Background: an optimization exercise with open tools, aiming at small area, a short achievable clock period and few clock cycles per item. Do not read the settings as production practice. No functional check of the RTL was part of any run shown here.

## flow/design.v (module list and top-level ports; edited modules follow where they fit)
// module ex_stage_mdu: 802 lines
// module mdu_fin: 18 lines
// module mdu_tree: 1062 lines
// module mdu_fa: 10 lines
// module mdu_ha: 9 lines
module ex_stage_mdu (
    input  logic        clock,
    input  logic        reset,
    input  logic        in_valid,
    output logic        in_ready,
    input  logic [4:0]  op,
    input  logic [31:0] operand_a,
    input  logic [31:0] operand_b,
    input  logic [1:0]  fwd_sel_a,
    input  logic [1:0]  fwd_sel_b,
    input  logic [31:0] wb_data,
    input  logic        is_jump,
    input  logic [31:0] pt_wdata_in,
    input  logic [4:0]  pt_rd_in,
    input  logic [31:0] pt_pc_in,
    input  logic        mem_stall,
    input  logic        flush,
    output logic        out_valid,
    output logic [31:0] res_out,
    output logic [31:0] pt_wdata_out,
    output logic [4:0]  pt_rd_out,
    output logic [31:0] pt_pc_out,
    output logic        redirect_valid,
    output logic [31:0] redirect_addr,
    output logic        busy
);
  // ...
==> flow/flow/run.sh <==
#!/bin/bash
# Standard ORFS layout; ports are buffered with a regular buffer instead of
# the delay cell buffer_ports picks by default.
set -euo pipefail
bash standard.sh "BUFFER_PORTS_ARGS=-buffer_cell sky130_fd_sc_hd__buf_4" finish > orfs_make.log 2>&1
==> flow/standard.sh <==
#!/bin/bash
# synth_recipe.tcl (not shown) runs the flow's synth.tcl, then flattens the netlist and writes it again
# the make line also repeats each setting of config.mk as NAME=value (left out here)
make -C /OpenROAD-flow-scripts/flow DESIGN_CONFIG=/design/flow/config.mk WORK_HOME=/design/flow/orfs CLKGATE_MAP_FILE= SYNTH_SCRIPT=/design/flow/synth_recipe.tcl "${@:-finish}"
==> flow/config.mk <==
export PLATFORM = sky130hd
export DESIGN_NAME = ex_stage_mdu
export DESIGN_NICKNAME = ex_stage_mdu
export VERILOG_FILES = /design/flow/design.v
export SDC_FILE = /design/flow/constraint.sdc
export NUM_CORES = 4
export LEC_CHECK = 0
export ABC_AREA = 1
export CAP_MARGIN = 20
export CORE_MARGIN = 2
export CORE_UTILIZATION = 30
export SETUP_SLACK_MARGIN = 2.0
export SLEW_MARGIN = 40
export SYNTH_HIERARCHICAL = 1
export SYNTH_MINIMUM_KEEP_SIZE = 0
==> flow/constraint.sdc <==
create_clock -name core_clock -period 16.0 [get_ports {clock}]
set_input_delay 3.2000 -clock core_clock [delete_from_list [all_inputs] [get_ports {clock}]]
set_output_delay 3.2000 -clock core_clock [all_outputs]
set_load 0.01 [all_outputs]
==> flow_metrics.py, run 1 <==
metrics = {
    "logic_synthesis": {
        "yosysWarnings": 10,
        "muxShareOfSynthArea_pct": 0.638,
        "synth_top_cell_area_share_pct": 16.4,
        "synth_top_cells_by_area": "fa_1 16%, nand2_1 14%, xor2_1 9.7%",
        "synth-xor-area-share_pct": 11.1,
    },
    "hold_path": {
        "worstHoldStart": "d_pc[31]$_DFFE_PP_",
        "hold_depth": 2,
        "whs_endpoint": "pt_pc_out[31]$_DFFE_PN0N_",
    },
    "final_layout": {
        "nNonClkInverters": 948,
        "buffers_excl_clock": 700,
        "buffer_area_share_pct": 8.65,
        "seq_cells": 274,
        "drive_above_1_share_pct": 13.7,
        "dominant_cells": "multi-input gates",
        "clkbuf_count": 46,
        "final_common_cell": "nand2_1",
    },
    "worst_setup_path": {
        "critPathMaxFanout": 19,
        "crit_path_end": "redirect_addr[17]",
        "crit_family": "adder cells",
        "path_depth": 30,
        "critPathArrivalTime_ns": 10.67,
        "crit_start": "fwd_sel_b[0]",
    },
    "placed_design": {
        "gp_congestion": 1.08,
        "dp.cells": 11100,
        "io_buffers": 315,
        "dp_hpwl_microns": 255000,
    },
    "sta": {
        "setup_viol": 0,
        "holdWs_ns": 0.464,
    },
    "clock_network": {
        "cts_setup_buffers": 85,
    },
    "outcome": {
        "outcome": "no timing/DRC/antenna violations",
    },
    "die": {
        "core_sq_um": 197000,
    },
    "detailed_routing": {
        "num_vias": 63300,
        "wl_microns": 311000,
        "wl_met2_microns": 142000,
        "highest_layer": "met5",
    },
}
==> run 2, diff against run 1 <==
--- a/flow/design.v
+++ b/flow/design.v
@@ -691,54 +691,65 @@
         endcase
     end
     assign redirect_valid = fire && is_jump && is_single;
     mdu_fin u_fin (
         .sel_lo(op == 5'd10), .sel_hi(is_mulh), .sel_misc(!is_mul), .rv(redirect_valid),
         .row0(row0), .row1(row1), .misc(alu_misc), .res(alu_res), .redirect_addr(redirect_addr)
     );
     logic        d_signed, d_remop, a_neg, b_neg, b_zero, d_fast;
-    logic [31:0] abs_a, abs_b;
+    logic [31:0] abs_a, b_mag1, dvx;
+    logic        dcin;
+    logic [32:0] a_minus_b;
     assign d_signed = (op == 5'd14) || (op == 5'd16);
     assign d_remop  = (op == 5'd16) || (op == 5'd17);
     assign a_neg    = d_signed && op_a[31];
     assign b_neg    = d_signed && op_b[31];
     assign abs_a    = a_neg ? (~op_a + 32'd1) : op_a;
-    assign abs_b    = b_neg ? (~op_b + 32'd1) : op_b;
+    assign dvx      = b_neg ? op_b : ~op_b;
+    assign dcin     = !b_neg;
+    assign b_mag1   = ~dvx;
+    assign a_minus_b = {1'b0, abs_a} + {1'b1, dvx} + {32'd0, dcin};
     assign b_zero   = (op_b == 32'd0);
-    assign d_fast   = b_zero || (abs_a < abs_b);
-    logic [31:0] fast_res;
-    assign fast_res = d_remop ? op_a : {32{b_zero}};
     function automatic logic [5:0] clz32(input logic [31:0] x);
         logic [5:0] n;
         n = 6'd32;
         for (int i = 0; i < 32; i++) if (x[i]) n = 31 - i;
         clz32 = n;
     endfunction
     logic [5:0] clz_a, clz_b, pdiff;
     logic [2:0] m1;
     assign clz_a = clz32(abs_a);
-    assign clz_b = clz32(abs_b);
+    assign clz_b = clz32(b_mag1);            
     assign pdiff = clz_b - clz_a;            
-    assign m1    = pdiff[4:2];               
+    assign m1    = pdiff[5] ? 3'd7 : pdiff[4:2];   
+    logic d_one;
+    assign d_one    = !b_zero && (pdiff == 6'd0) && !a_minus_b[32] && !(d_remop && a_neg);
+    assign d_fast   = b_zero || a_minus_b[32] || d_one;
+    logic [31:0] fast_res;
+    always_comb begin
+        if (d_one) fast_res = d_remop ? a_minus_b[31:0] : {{31{a_neg ^ b_neg}}, 1'b1};
+        else       fast_res = d_remop ? op_a : {32{b_zero}};
+    end
     logic [63:0] norm;
     assign norm = {4'd0, abs_a, 28'd0} >> {m1, 2'b00};
     logic [31:0] rem, quo, dvs;
+    logic        dvc;
     logic [CW-1:0] cnt;
     logic        q_neg, r_sel;
     logic [31:0] d_wdata, d_pc;
     logic [4:0]  d_rd;
     logic [31:0] rem_s [0:K];
     logic [31:0] quo_s [0:K];
     logic [32:0] diff_s [0:K-1];
     always_comb begin
         rem_s[0] = rem;
         quo_s[0] = quo;
         for (int s = 0; s < K; s++) begin
-            diff_s[s]  = {rem_s[s], quo_s[s][31]} - {1'b0, dvs};
+            diff_s[s]  = {rem_s[s], quo_s[s][31]} + {1'b1, dvs} + {32'd0, dvc};
             rem_s[s+1] = diff_s[s][32] ? {rem_s[s][30:0], quo_s[s][31]} : diff_s[s][31:0];
             quo_s[s+1] = {quo_s[s][30:0], !diff_s[s][32]};
         end
     end
     logic [31:0] d_pick, d_held, div_res;
     logic        fix;
     assign d_pick  = r_sel ? rem_s[K] : quo_s[K];
     assign d_held  = r_sel ? rem : quo;
@@ -749,17 +760,18 @@
     assign start_div = fire && !flush && is_div && !d_fast;
     assign last      = (cnt == '0);
     assign wr_div    = busy && !flush && !mem_stall && (fix || (last && !q_neg));
     assign step      = busy && !fix && (!last || q_neg || !mem_stall);
     always_ff @(posedge clock) begin
         if (start_div) begin
             rem     <= norm[63:32];
             quo     <= norm[31:0];
-            dvs     <= abs_b;
+            dvs     <= dvx;
+            dvc     <= dcin;
             cnt     <= m1;
             fix     <= 1'b0;
             q_neg   <= d_remop ? a_neg : (a_neg ^ b_neg);
             r_sel   <= d_remop;
             d_wdata <= pt_wdata_in;
             d_rd    <= pt_rd_in;
             d_pc    <= pt_pc_in;
         end else if (step) begin
==> flow/flow/run.sh (replaced) <==
#!/bin/bash
# Standard ORFS layout; ports are buffered with a regular buffer instead of
# the delay cell buffer_ports picks by default.
set -euo pipefail
bash standard.sh "BUFFER_PORTS_ARGS=-buffer_cell sky130_fd_sc_hd__buf_2" finish > orfs_make.log 2>&1
==> run 2 against run 1 <==
- synthesized cell count up 4.5%
- final area about the same
- area after synthesis up 2.2%
- wire length up 3.0%
- still clean
==> flow_metrics.py, run 2 <==
metrics = {
    "logic_synthesis": {
        "synthAdderAreaFrac_pct": 24.2,
        "synth-async-reset-ratio_pct": 37.5,
        "synth_top_cells_by_area": "fa_1 16%, nand2_1 15%, xor2_1 8.8%",
        "ys.flop_type": "edfxtp_1",
        "netlist-cell-type-count": 68,
        "muxShareOfSynthArea_pct": 0.559,
        "synthSimpleGateAreaFrac_pct": 24.9,
        "yosysWarnings": 10,
        "synth_compound_area_share_pct": 16.4,
        "synth_area_per_cell_sq_um": 6.88,
        "synth_edf_count": 171,
        "ys_top_cells_by_count": "2436 x nand2_1, 867 x inv_1, 615 x xor2_1, 524 x nor2_1, 508 x o21ai_0",
        "yosysSeqAreaShare_pct": 12.7,
        "synthCells": 8856,
        "syn_area_sq_um": 60900,
        "yosysTopAreaCell": "fa_1",
        "ys_ff_latch": 275,
        "synth-xor-area-share_pct": 10.9,
        "synth_top_family_by_area": "simple AND/OR/NAND/NOR gates",
        "synth_top_cell_area_share_pct": 16.2,
        "synth_most_common_cell": "nand2_1",
    },
    "worst_setup_path": {
        "crit_start": "fwd_sel_b[0]",
        "required_ns": 12.80,
        "cp-end-kind": "output port",
        "path_common_cell": "nand2_1",
        "path_class": "in -> out",
        "cpPeakStageDelay_ns": 0.74,
        "critPathLaunchType": "input port",
        "slowest_stage": "buf_4",
        "r2r_setup_slack_ns": 2.89,
        "critPathArrivalTime_ns": 10.70,
        "rr_startpoint": "quo[31]$_DFFE_PP_",
        "critPathMaxFanout": 50,
    },
    "sta": {
        "fin_skew_ns": 0.0508,
        "rsz0062_at_grt": "yes",
        "report.final.slew_viol_count": 0,
        "fmax_mhz": 72.0,
        "hold_viol_final": 0,
        "relSlewSlack_pct": 35.4,
        "fin_crit_ns": 13.90,
        "fin_crit_sh_pct": 86.9,
        "holdWs_ns": 0.462,
        "setup_viol": 0,
        "tightest_slew_ns": 0.963,
    },
    "die": {
        "core_sq_um": 202000,
        "dieArea_sq_um": 207000,
        "initial_utilization_pct": 30.1,
        "pin_count": 317,
        "rows": 165,
        "fp.dieW_microns": 455,
        "die_height_microns": 455,
    },
    "clock_network": {
        "cts_buffer_depth": 3,
        "clock_latency_ns": 0.64,
        "cts_hold_buf": 0,
        "clk_pin_slew_ns": 0.07,
        "cts_sinks": 275,
        "htree_levels": 1,
        "cts_tree": "built",
        "numCtsBuffers": 29,
        "cts_root_buf": "clkbuf_16",
    },
    "final_layout": {
        "final_cell_mix": "2422 x nand2_1, 845 x inv_1, 597 x xor2_1, 493 x o22ai_1, 490 x o21ai_0",
        "layout.nets": 10100,
        "final_core_util_pct": 34.1,
        "drive_above_1_share_pct": 12.1,
        "syn_to_final_growth_pct": 13.2,
        "final_common_cell": "nand2_1",
        "fillers": 21700,
        "fin_area_sq_um": 69000,
        "layout.cells.non_filler": 11700,
    },
    "detailed_routing": {
        "post_drt_wl_per_cell_microns": 27.4,
        "ant_nets": 0,
        "drc": 0,
        "vias_per_cell": 5.59,
        "first_pass_iters": 7,
        "num_vias": 65400,
        "drt-initial-drc-count": 6798,
        "wl_microns": 321000,
    },
    "global_route": {
        "track_usage_pct": 30.0,
        "grt_max_degree": 80,
        "antenna_found_initial": 12,
        "grt_pass1_wl_microns": 452000,
        "grt_overflow": 0,
        "grt_pass1_vias": 63400,
    },
    "placed_design": {
        "dp_hpwl_microns": 259000,
        "io_buffers": 315,
        "gp_congestion": 1.08,
        "placed_cell_area_sq_um": 65700,
        "dp.cells": 11500,
    },
    "hold_path": {
        "worstHoldStart": "d_pc[2]$_DFFE_PN_",
        "hold_class": "reg -> reg",
    },
    "outcome": {
        "outcome": "no timing/DRC/antenna violations",
    },
    "run": {
        "max_cap_violations": 0,
    },
}
run 2: area by class of cell:
type	instances	area, sq um	area share [%]
Sequential cell	275	7730	11.2
Timing Repair Buffer	670	4920	7.13
Clock buffer	39	783	1.14
Timing Repair inverter	3	25.0	0.0363
Multi-Input combinational cell	7114	48500	70.2
Clock inverter	15	165	0.239
Tap cell	2672	3340	4.85
Inverter	908	3540	5.14
Antenna cell	7	17.5	0.0254
run 2: worst paths after layout:
path                                                 to  depth (start not counted)
max                                   redirect_addr[29]                         30
min                            pt_pc_out[2]$_DFFE_PN0P_                          2
max reg2reg                     res_out[18]$_DFFE_PN0P_                         78
min reg2reg                    pt_pc_out[2]$_DFFE_PN0P_                          2
max in group asynchronous        res_out[8]$_DFFE_PN0P_                          2
min in group asynchronous  pt_wdata_out[13]$_DFFE_PN0P_                          1
run 2: cells by family after synthesis:
group           Yosys count
flops                   275
simple gates           3699
xor+xnor                759
fa+ha+maj               881
other cells               4
mux                      34
compound gates         1722
buf+inv                1482
run 2: per-stage QoR:
stage	setup slack [ns]	setup TNS [ns]
global placement	-0.324	-3.02
detailed placement	0.891	0
finish	2.10	0
global route	1.97	0
CTS	1.96	0
floorplan	2.28	0
run 2: metal layers:
layer  global-route usage, %  wire, microns  up-vias
met5                       0             24        -
met1                    35.6         120000    31600
met4                    23.6          30700        4
met2                    47.3         142000     3591
li1                        -              -    29300
met3                    6.08          28200      923
run 2: Yosys stat by module (local to each module, per instance):
module | times used | cells
ex_stage_mdu | 1 | 6617
mdu_fin | 1 | 1582
mdu_tree | 1 | 130
mdu_fa | 481 | 1
mdu_ha | 46 | 1
run 2: timing repair:
action	CTS	global route
pin swaps	15	17
gates resized for setup	117	168
endpoints found under the setup margin	94	96
cloned	1	3
setup buffers	60	45
run 2: worst max-delay path: cells and delay by family:
kind,cells,cell delay (ns)
fa+ha+maj,8,3.74
simple gates,12,1.61
buf+inv,7,1.34
compound gates,2,0.42
xor+xnor,1,0.37
==> run 3, diff against run 2 <==
--- a/flow/config.mk
+++ b/flow/config.mk
@@ -11,2 +11,3 @@
 export CORE_UTILIZATION = 30
+export PLACE_DENSITY = 0.9
 export SETUP_SLACK_MARGIN = 2.0
==> run 3 against run 2 <==
- worst hold slack gained 0.00090 ns
- setup slack lost 0.11 ns
- wire length shrank 7.4%
- fmax shrank 0.77%
- die area is the same
- critical path depth grew 2
- sequential cell count is the same
- final area shrank 0.20%
- core utilization shrank 0.068 points
==> flow_metrics.py, run 3 <==
metrics = {
    "outcome": {
        "outcome": "no timing/DRC/antenna violations",
    },
    "worst_setup_path": {
        "required_ns": 12.80,
        "r2r_end": "res_out[17]$_DFFE_PN0P_",
        "path_depth": 32,
        "critPathMaxFanout": 27,
        "path_class": "in -> out",
        "critPathArrivalTime_ns": 10.81,
        "critPathLaunchType": "input port",
        "slowest_stage": "fa_1",
        "r2r_setup_slack_ns": 2.97,
        "reg2reg_depth": 80,
        "cp-end-kind": "output port",
        "rr_startpoint": "quo[31]$_DFFE_PP_",
        "cpPeakStageDelay_ns": 0.62,
        "crit_path_end": "redirect_addr[16]",
        "crit_start": "fwd_sel_b[0]",
        "crit_buf_inv": 7,
        "crit_family": "adder cells",
    },
    "global_route": {
        "gr-max-usage-layer": "met2",
        "track_usage_pct": 27.5,
        "antenna_found_initial": 16,
        "grt_pass1_wl_microns": 422000,
        "use_met3_pct": 7.74,
        "use_met1_pct": 32.0,
        "grt_overflow": 0,
        "met2_usage_pct": 41.6,
        "grt_pass1_vias": 63500,
        "grt_max_degree": 85,
    },
    "die": {
        "die_height_microns": 455,
        "dieArea_sq_um": 207000,
        "pin_count": 317,
        "fp.dieW_microns": 455,
        "initial_utilization_pct": 30.1,
        "rows": 165,
        "core_sq_um": 202000,
    },
    "placed_design": {
        "placed_cell_area_sq_um": 65700,
        "gp_congestion": 1.09,
        "dp_hpwl_microns": 234000,
        "io_buffers": 315,
    },
    "detailed_routing": {
        "ant_nets": 0,
        "first_pass_iters": 11,
        "vias_per_cell": 5.79,
        "drt-initial-drc-count": 9618,
        "num_vias": 67500,
        "drc": 0,
        "wl_microns": 297000,
        "post_drt_wl_per_cell_microns": 25.5,
    },
    "sta": {
        "fin_skew_ns": 0.0685,
        "rsz0062_at_grt": "yes",
        "setup_viol": 0,
        "relSlewSlack_pct": 32.7,
        "hold_viol_final": 0,
        "tightest_slew_ns": 1.00,
        "fin_crit_ns": 14.01,
        "fin_crit_sh_pct": 87.5,
        "report.final.slew_viol_count": 0,
        "tns_ns": 0,
        "fmax_mhz": 71.4,
    },
    "logic_synthesis": {
        "synth_top_cell_area_share_pct": 16.2,
        "syn_area_sq_um": 60900,
        "synth_top_cells_by_area": "fa_1 16%, nand2_1 15%, xor2_1 8.8%",
        "ys.flop_type": "edfxtp_1",
        "yosysSeqAreaShare_pct": 12.7,
        "yosysTopAreaCell": "fa_1",
        "synth_most_common_cell": "nand2_1",
        "synth_area_per_cell_sq_um": 6.88,
        "netlist-cell-type-count": 68,
        "ys_top_cells_by_count": "2436 x nand2_1, 867 x inv_1, 615 x xor2_1, 524 x nor2_1, 508 x o21ai_0",
        "synth_edf_count": 171,
        "ys_ff_latch": 275,
        "synth-async-reset-ratio_pct": 37.5,
        "synthCells": 8856,
        "yosysWarnings": 10,
    },
    "run": {
        "max_cap_violations": 0,
    },
    "clock_network": {
        "clock_latency_ns": 0.62,
        "htree_levels": 1,
        "cts_hold_buf": 0,
        "clk_pin_slew_ns": 0.07,
        "cts_buffer_depth": 3,
        "cts_root_buf": "clkbuf_16",
        "cts_tree": "built",
        "numCtsBuffers": 27,
        "cts_sinks": 275,
    },
    "hold_path": {
        "hold_class": "reg -> reg",
    },
    "final_layout": {
        "syn_to_final_growth_pct": 13.0,
        "fin_area_sq_um": 68900,
        "final_cell_mix": "2412 x nand2_1, 852 x inv_1, 597 x xor2_1, 498 x o22ai_1, 492 x o21ai_0",
        "multi_input_area_sq_um": 48600,
        "fillers": 21200,
        "drive_above_1_share_pct": 11.9,
        "final_common_cell": "nand2_1",
        "layout.nets": 10000,
        "seq_area_sq_um": 7730,
    },
}
[run 3: how the worst min path moves through the flow]
stage	end	start	slack (ns)	cells after the start
3_3_place_gp	pt_rd_out[3]$_DFFE_PN0P_	d_rd[3]$_DFFE_PN_	0.44	2
5_1_grt	pt_wdata_out[7]$_DFFE_PN0P_	d_wdata[7]$_DFFE_PN_	0.48	2
2_1_floorplan	pt_pc_out[11]$_DFFE_PN0P_	d_pc[11]$_DFFE_PN_	0.44	2
6_report	pt_wdata_out[9]$_DFFE_PN0P_	d_wdata[9]$_DFFE_PN_	0.46	2
3_5_place_dp	pt_pc_out[12]$_DFFE_PN0P_	d_pc[12]$_DFFE_PN_	0.45	2
4_1_cts	pt_wdata_out[9]$_DFFE_PN0P_	d_wdata[9]$_DFFE_PN_	0.46	2
[run 3: repair_timing]
| action | in CTS | in global routing |
|---|---|---|
| buffers inserted | 54 | 28 |
| setup endpoints to repair | 46 | 96 |
| gates cloned | 0 | 3 |
| endpoints found under the hold margin | 0 | 0 |
| resized for setup | 93 | 230 |
| pin swaps | 16 | 29 |
[run 3: metrics by stage]
stage	worst slack (ns)	util [%]	hold WS, ns	cells
after floorplan	2.28	-	0.442	8871
after global placement	0.0223	32.2	0.443	11500
after detailed placement	0.722	32.5	0.451	11500
after CTS	1.95	33.4	0.464	11600
after global routing	1.95	34.1	0.482	11700
final	1.99	34.1	0.463	11700
[run 3: routing by layer]
layer  routed length [microns]  part of all wire (%)  vias up
li1                          -                     -    29300
met1                    103000                    35    31300
met2                    125000                    42     5351
met3                     37000                    12     1572
met4                     32100                    11       14
met5                       101                 0.034        -
[run 3: cell families (layout without fill, tap and decap cells)]
logic type	after synthesis	count (layout)	synth area share, %
and+or+nand+nor	3699	3699	24.9
adders and majority gates	881	881	24.2
AOI/OAI and AO/OA	1722	1722	16.4
xor gates and xnor gates	759	759	10.9
other	4	29	0.0246
muxes	34	34	0.559
DFF	275	275	12.7
buffers and inverters	1482	1588	10.3
[run 3: area by class of cell]
class                      count  area share, %
multi-input combinational   7114           70.6
sequential                   275           11.2
timing repair buffer         629           6.89
inverter                     908           5.09
tap                         2672           4.86
clock buffer                  34           1.05
clock inverter                15          0.213
antenna                       10         0.0363
timing repair inverter         2         0.0291
[run 3: modules after synthesis (local to each module, per instance)]
module | area (sq um) | cells | flip-flops and latches
mdu_ha | 12.5 | 1 | 0
mdu_fa | 20.0 | 1 | 0
mdu_tree | 968 | 130 | 0
ex_stage_mdu | 42600 | 6617 | 275
mdu_fin | 7120 | 1582 | 0
[run 3: worst reg2reg max path: cells and delay by family, from the launching register on]
kind | cells | cell delay, ns
buffers and inverters | 8 | 1.35
flip-flops | 1 | 0.53
AND/OR/NAND/NOR | 48 | 5.50
AO/OA/AOI/OAI | 19 | 3.55
adder cells (fa/ha/maj) | 5 | 2.04

[re-timing with driven ports]
No port has a modelled driver above. Below, the same layouts with a new extraction and two added sets of constraints. Step 1, drivers: a clkbuf_16 drives clock and a buf_2 each remaining input, both assumed. Step 2 moves the port delays by t, midway between the first and last clock arrival at a register: inputs arrive t later, outputs are due t later. That takes back most of the time a late clock gives input paths. Three values: ideal, step 1, step 2; two values: the first two.
| run | t (ns) | setup WS [ns] | slew at the worst register clock pin (ns) | pins driven straight from the clock port |
|---|---|---|---|---|
| run 1 | 0.617 | 2.126 / 2.104 / 2.104 | 0.06 / 0.06 | 1 |
| run 2 | 0.685 | 2.103 / 2.077 / 2.077 | 0.10 / 0.10 | 1 |
| run 3 | 0.653 | 1.994 / 1.968 / 1.968 | 0.08 / 0.08 | 1 |
After both steps every run listed still meets setup and hold.
